From an optimization exercise on the open Yosys and OpenROAD flow, aimed at small area, a short achievable clock period and few clock cycles per item; shortcuts taken in it are not production practice.
In this exercise RTL edits were held to simulation tests only and were not proved equivalent to the original.

==> inputs of 04-27 <==
==> flow/design.v (excerpt) <==
module butterfly_top (
    input  logic        clk,
    input  logic        rst_n,
    input  logic [96:0] in_i,
    input  logic        in_vld_i,
    output logic        in_rdy_o,
    input  logic        credit_i,
    output logic [31:0] ao_o,
    output logic [31:0] bo_o,
    output logic        out_vld_o
);
make LEC_CHECK=0 ABC_CLOCK_PERIOD_IN_PS=5000 CAP_MARGIN=20 CORE_MARGIN=2 CORE_UTILIZATION=40 SETUP_SLACK_MARGIN=1.0 SLEW_MARGIN=20 SYNTH_HIERARCHICAL=1 SYNTH_MINIMUM_KEEP_SIZE=0 finish   # period 6.7 ns
run.sh (not shown) runs the stock make flow with config.mk's settings and CLKGATE_MAP_FILE= SYNTH_SCRIPT=/design/flow/synth_recipe.tcl, a recipe that flattens the netlist after the stock synthesis.
==> 01-07 (differences from 04-27) <==
- SETUP_SLACK_MARGIN: 1.0 -> 1.5
==> summary.txt <==
DP Worst Slack 0.366 ns; Finished Core Util 48.5%; Clock transition at path regs 0.07 ns; status complete, no violations; slew margin rel. 34.3%; clock latency on the worst-skew pair between 0.4 and 0.5 ns; proportion of layout cells with a drive suffix above 1 14.5%
# the run above: 01-07

==> summary.txt <==
DP Worst Slack 0.442 ns; FF/Latch Area 2400 µm²; proportion of layout cells with a drive suffix above 1 about 8.8%; vias in the first global route 25400; core area 76200 µm²; Finished Core Util 46.4%; Clock transition at path regs 0.06 ns; status complete, no violations
# the run above: 04-27

Testbench counts of 04-27, summed over its fixed seeds: cycles 5,472, items 4,800.
Testbench counts of 01-07, summed over its fixed seeds: cycles 5,472, items 4,800.

* * *

==> run X: inputs <==
butterfly_top, a different RTL version from the one above (not shown whole).
clock: 6.7 ns
lec_check: 0
abc_clock_period_in_ps: 5000
cap_margin: 20
core_margin: 2
core_utilization: 40
setup_slack_margin: 1.8
slew_margin: 20
synth_hierarchical: 1
synth_minimum_keep_size: 0
standard.sh (not shown) runs the stock make flow with config.mk's settings and CLKGATE_MAP_FILE= SYNTH_SCRIPT=/design/flow/synth_recipe.tcl, a recipe that flattens the netlist after the stock synthesis.
==> flow/flow/run.sh <==
#!/bin/bash
# The standard layout (the standard.sh: ORFS synthesis to final layout), with one change:
# the port buffers that ORFS's buffer_ports inserts are buf_4 cells instead of its default
# choice (clkdlybuf4s50_1, a slow delay cell). Every input and output keeps its buffer.
set -euo pipefail
export BUFFER_PORTS_ARGS="-buffer_cell sky130_fd_sc_hd__buf_4"
bash standard.sh > standard.log 2>&1
==> inputs of run H, as changes to run X <==
--- a/flow/config.mk
+++ b/flow/config.mk
@@ -5,11 +5,11 @@
 export SDC_FILE = /design/flow/constraint.sdc
 export NUM_CORES = 4
 export LEC_CHECK = 0
 export ABC_CLOCK_PERIOD_IN_PS = 5000
 export CAP_MARGIN = 20
 export CORE_MARGIN = 2
-export CORE_UTILIZATION = 40
+export CORE_UTILIZATION = 55
 export SETUP_SLACK_MARGIN = 1.8
 export SLEW_MARGIN = 20
 export SYNTH_HIERARCHICAL = 1
 export SYNTH_MINIMUM_KEEP_SIZE = 0
==> inputs of run M, as changes to run X <==
--- a/flow/design.v
+++ b/flow/design.v
@@ -12,12 +12,21 @@
     assign two = (x2 & ~x1 & ~x0) | (~x2 & x1 & x0);
     assign neg = x2 ^ flip;
 endmodule
 module bfly_wrap (input logic mode, input logic [15:0] w, output logic wrap);
     assign wrap = ~mode & w[15] & ~(|w[14:0]);
 endmodule
+module bfly_x2 (input logic a, input logic b, output logic y);
+    assign y = a ^ b;
+endmodule
+module bfly_x3 (input logic a, input logic b, input logic c, output logic y);
+    assign y = a ^ b ^ c;
+endmodule
+module bfly_mj (input logic a, input logic b, input logic c, output logic y);
+    assign y = (a & b) | (a & c) | (b & c);
+endmodule
 module bfly_gp (input logic gl, input logic pl, input logic gr, input logic pr, output logic g, output logic p);
     assign g = gl | (pl & gr);
     assign p = pl & pr;
 endmodule
 module bfly_ha (input logic a, input logic b, output logic s, output logic co);
     assign s  = a ^ b;
@@ -1577,12 +1586,15 @@
     assign tp_re[10] = tpp_re[10] ^ tpre_c10;
     assign tp_re[11] = tpp_re[11] ^ tpre_c11;
     assign tp_re[12] = tpp_re[12] ^ tpre_c12;
     assign tp_re[13] = tpp_re[13] ^ tpre_c13;
     assign tp_re[14] = tpp_re[14] ^ tpre_c14;
     assign tp_re[15] = tpp_re[15] ^ tpre_c15;
+    logic ep_re, b16p_re;
+    assign ep_re = a2_re[15] ^ y15_re ^ k_re ^ tpp_re[16];
+    bfly_x2 u_b16pre (.a(tpre_c16), .b(ep_re), .y(b16p_re));
     assign tp_re[16] = tpp_re[16] ^ tpre_c16;
     logic [16:0] tmg_re, tmp_re;
     assign tmg_re[0] = u_re[0] & 1'b1;
     assign tmp_re[0] = u_re[0] ^ 1'b1;
     assign tmg_re[1] = u_re[1] & vm_re[0];
     assign tmp_re[1] = u_re[1] ^ vm_re[0];
@@ -1728,12 +1740,15 @@
     assign tm_re[10] = tmp_re[10] ^ tmre_c10;
     assign tm_re[11] = tmp_re[11] ^ tmre_c11;
     assign tm_re[12] = tmp_re[12] ^ tmre_c12;
     assign tm_re[13] = tmp_re[13] ^ tmre_c13;
     assign tm_re[14] = tmp_re[14] ^ tmre_c14;
     assign tm_re[15] = tmp_re[15] ^ tmre_c15;
+    logic em_re, b16m_re;
+    assign em_re = a2_re[15] ^ y15_re ^ k_re ^ tmp_re[16];
+    bfly_x2 u_b16mre (.a(tmre_c16), .b(em_re), .y(b16m_re));
     assign tm_re[16] = tmp_re[16] ^ tmre_c16;
     logic lim_g0c;
     assign lim_g0c = (s0_im[0] & s1_im[0]) | ((s0_im[0] ^ s1_im[0]) & cin2_im);
     logic lim_G0_1, lim_P0_1;
     bfly_gp u_lim_G0_1 (.gl((s0_im[1] & s1_im[1])), .pl((s0_im[1] ^ s1_im[1])), .gr(lim_g0c), .pr((s0_im[0] ^ s1_im[0])), .g(lim_G0_1), .p(lim_P0_1));
     logic lim_G0_3, lim_P0_3;
@@ -2029,12 +2044,15 @@
     assign tp_im[10] = tpp_im[10] ^ tpim_c10;
     assign tp_im[11] = tpp_im[11] ^ tpim_c11;
     assign tp_im[12] = tpp_im[12] ^ tpim_c12;
     assign tp_im[13] = tpp_im[13] ^ tpim_c13;
     assign tp_im[14] = tpp_im[14] ^ tpim_c14;
     assign tp_im[15] = tpp_im[15] ^ tpim_c15;
+    logic ep_im, b16p_im;
+    assign ep_im = a2_im[15] ^ y15_im ^ k_im ^ tpp_im[16];
+    bfly_x2 u_b16pim (.a(tpim_c16), .b(ep_im), .y(b16p_im));
     assign tp_im[16] = tpp_im[16] ^ tpim_c16;
     logic [16:0] tmg_im, tmp_im;
     assign tmg_im[0] = u_im[0] & 1'b1;
     assign tmp_im[0] = u_im[0] ^ 1'b1;
     assign tmg_im[1] = u_im[1] & vm_im[0];
     assign tmp_im[1] = u_im[1] ^ vm_im[0];
@@ -2180,16 +2198,19 @@
     assign tm_im[10] = tmp_im[10] ^ tmim_c10;
     assign tm_im[11] = tmp_im[11] ^ tmim_c11;
     assign tm_im[12] = tmp_im[12] ^ tmim_c12;
     assign tm_im[13] = tmp_im[13] ^ tmim_c13;
     assign tm_im[14] = tmp_im[14] ^ tmim_c14;
     assign tm_im[15] = tmp_im[15] ^ tmim_c15;
+    logic em_im, b16m_im;
+    assign em_im = a2_im[15] ^ y15_im ^ k_im ^ tmp_im[16];
+    bfly_x2 u_b16mim (.a(tmim_c16), .b(em_im), .y(b16m_im));
     assign tm_im[16] = tmp_im[16] ^ tmim_c16;
     logic [16:0] add_re, add_im, sub_re, sub_im;
-    assign add_re = {a2_re[15] ^ y15_re ^ tp_re[16] ^ k_re, tp_re[15:0]};
-    assign sub_re = {a2_re[15] ^ y15_re ^ tm_re[16] ^ k_re, tm_re[15:0]};
-    assign add_im = {a2_im[15] ^ y15_im ^ tp_im[16] ^ k_im, tp_im[15:0]};
-    assign sub_im = {a2_im[15] ^ y15_im ^ tm_im[16] ^ k_im, tm_im[15:0]};
+    assign add_re = {b16p_re, tp_re[15:0]};
+    assign sub_re = {b16m_re, tm_re[15:0]};
+    assign add_im = {b16p_im, tp_im[15:0]};
+    assign sub_im = {b16m_im, tm_im[15:0]};
     assign ao_o      = {fold_out(add_re, mode2), fold_out(add_im, mode2)};
     assign bo_o      = {fold_out(sub_re, mode2), fold_out(sub_im, mode2)};
     assign out_vld_o = vld2;
 endmodule
--- a/flow/config.mk
+++ b/flow/config.mk
@@ -10,6 +10,7 @@
 export CORE_MARGIN = 2
 export CORE_UTILIZATION = 40
 export SETUP_SLACK_MARGIN = 1.8
 export SLEW_MARGIN = 20
 export SYNTH_HIERARCHICAL = 1
 export SYNTH_MINIMUM_KEEP_SIZE = 0
+export TNS_END_PERCENT = 0
==> summary of the runs <==
First-iteration DRC count: run H is larger than run M (about 15%).
Clock skew, lowest first: run H, run X, run M.
Of run H and run M, run M has the higher clock-buffer cell count (gap 1).
Critical path depth is the same in run M and run H.
The lowest final area belongs to run M, the highest to run H.
==> figures <==
quantity                                                         run X           run H           run M
Result of the run                                       finished clean  finished clean  finished clean
All-layer global routing usage                                   25.9%           37.8%           26.4%
Global Route met2 Usage                                          40.7%           58.2%           41.7%
Clk Latency, worst-skew pair                                   0.47 ns         0.48 ns         0.49 ns
Crit path to                                                 s0_re[10]       s0_im[10]        s0_im[9]
Average wire per cell in the routed design                     24.7 um         28.4 um         25.4 um
Total length of routed met3 wires                              9060 um        12900 um         8850 um
Minimum clock period                                           4.94 ns         4.99 ns         5.07 ns
Part of the cycle the worst path needs                           73.7%           74.5%           75.7%
Detailed placer's ending HPWL                                 71300 um        71600 um        72800 um
Final-layout clock-cell area share                               1.84%           1.77%           1.60%
Vertical die dimension                                          279 um          238 um          279 um
Testbench counts of run X, summed over its fixed seeds: cycles 5,472, items 4,800.
Testbench counts of run H, summed over its fixed seeds: cycles 5,472, items 4,800.
Testbench counts of run M, summed over its fixed seeds: cycles 5,472, items 4,800.

==> what the ideal ports hide <==
The flow's constraints put no driver on any port. The routed layouts listed below were extracted and timed again, unchanged, in two steps. Step 1 (the two cells are an assumption about what drives the block):
set clk [get_ports {clk}]
set_driving_cell -lib_cell sky130_fd_sc_hd__clkbuf_16 $clk
set_driving_cell -lib_cell sky130_fd_sc_hd__buf_2 [delete_from_list [all_inputs] $clk]
Step 2 moves the port delays by t, midway between the first and last clock arrival at a register: inputs arrive t later, outputs are due t later. That takes back most of the time a late clock gives input paths. Slacks: ideal ports / drivers / drivers and shift; pairs: ideal ports / drivers.
| run | t (ns) | slack for setup (ns) | worst hold slack (ns) | clock arrival spread, ns | worst register clock-pin slew, ns |
|---|---|---|---|---|---|
| 04-27 | 0.553 | 1.023 / 1.070 / 0.517 | 0.497 / 0.497 / 0.497 | 0.027 / 0.027 | 0.08 / 0.08 |
| 01-07 | 0.552 | 1.521 / 1.550 / 0.998 | 0.513 / 0.513 / 0.513 | 0.028 / 0.028 | 0.08 / 0.08 |
| run X | 0.541 | 1.762 / 1.803 / 1.262 | 0.489 / 0.489 / 0.489 | 0.032 / 0.032 | 0.08 / 0.08 |
| run H | 0.544 | 1.706 / 1.729 / 1.186 | 0.502 / 0.502 / 0.502 | 0.029 / 0.029 | 0.08 / 0.08 |
| run M | 0.546 | 1.627 / 1.667 / 1.122 | 0.536 / 0.536 / 0.536 | 0.017 / 0.017 | 0.07 / 0.07 |
After both steps every run listed still meets setup and hold. The setup slack of 01-07, which loses most, moves by +0.029 ns with the drivers and by -0.523 ns with both steps.
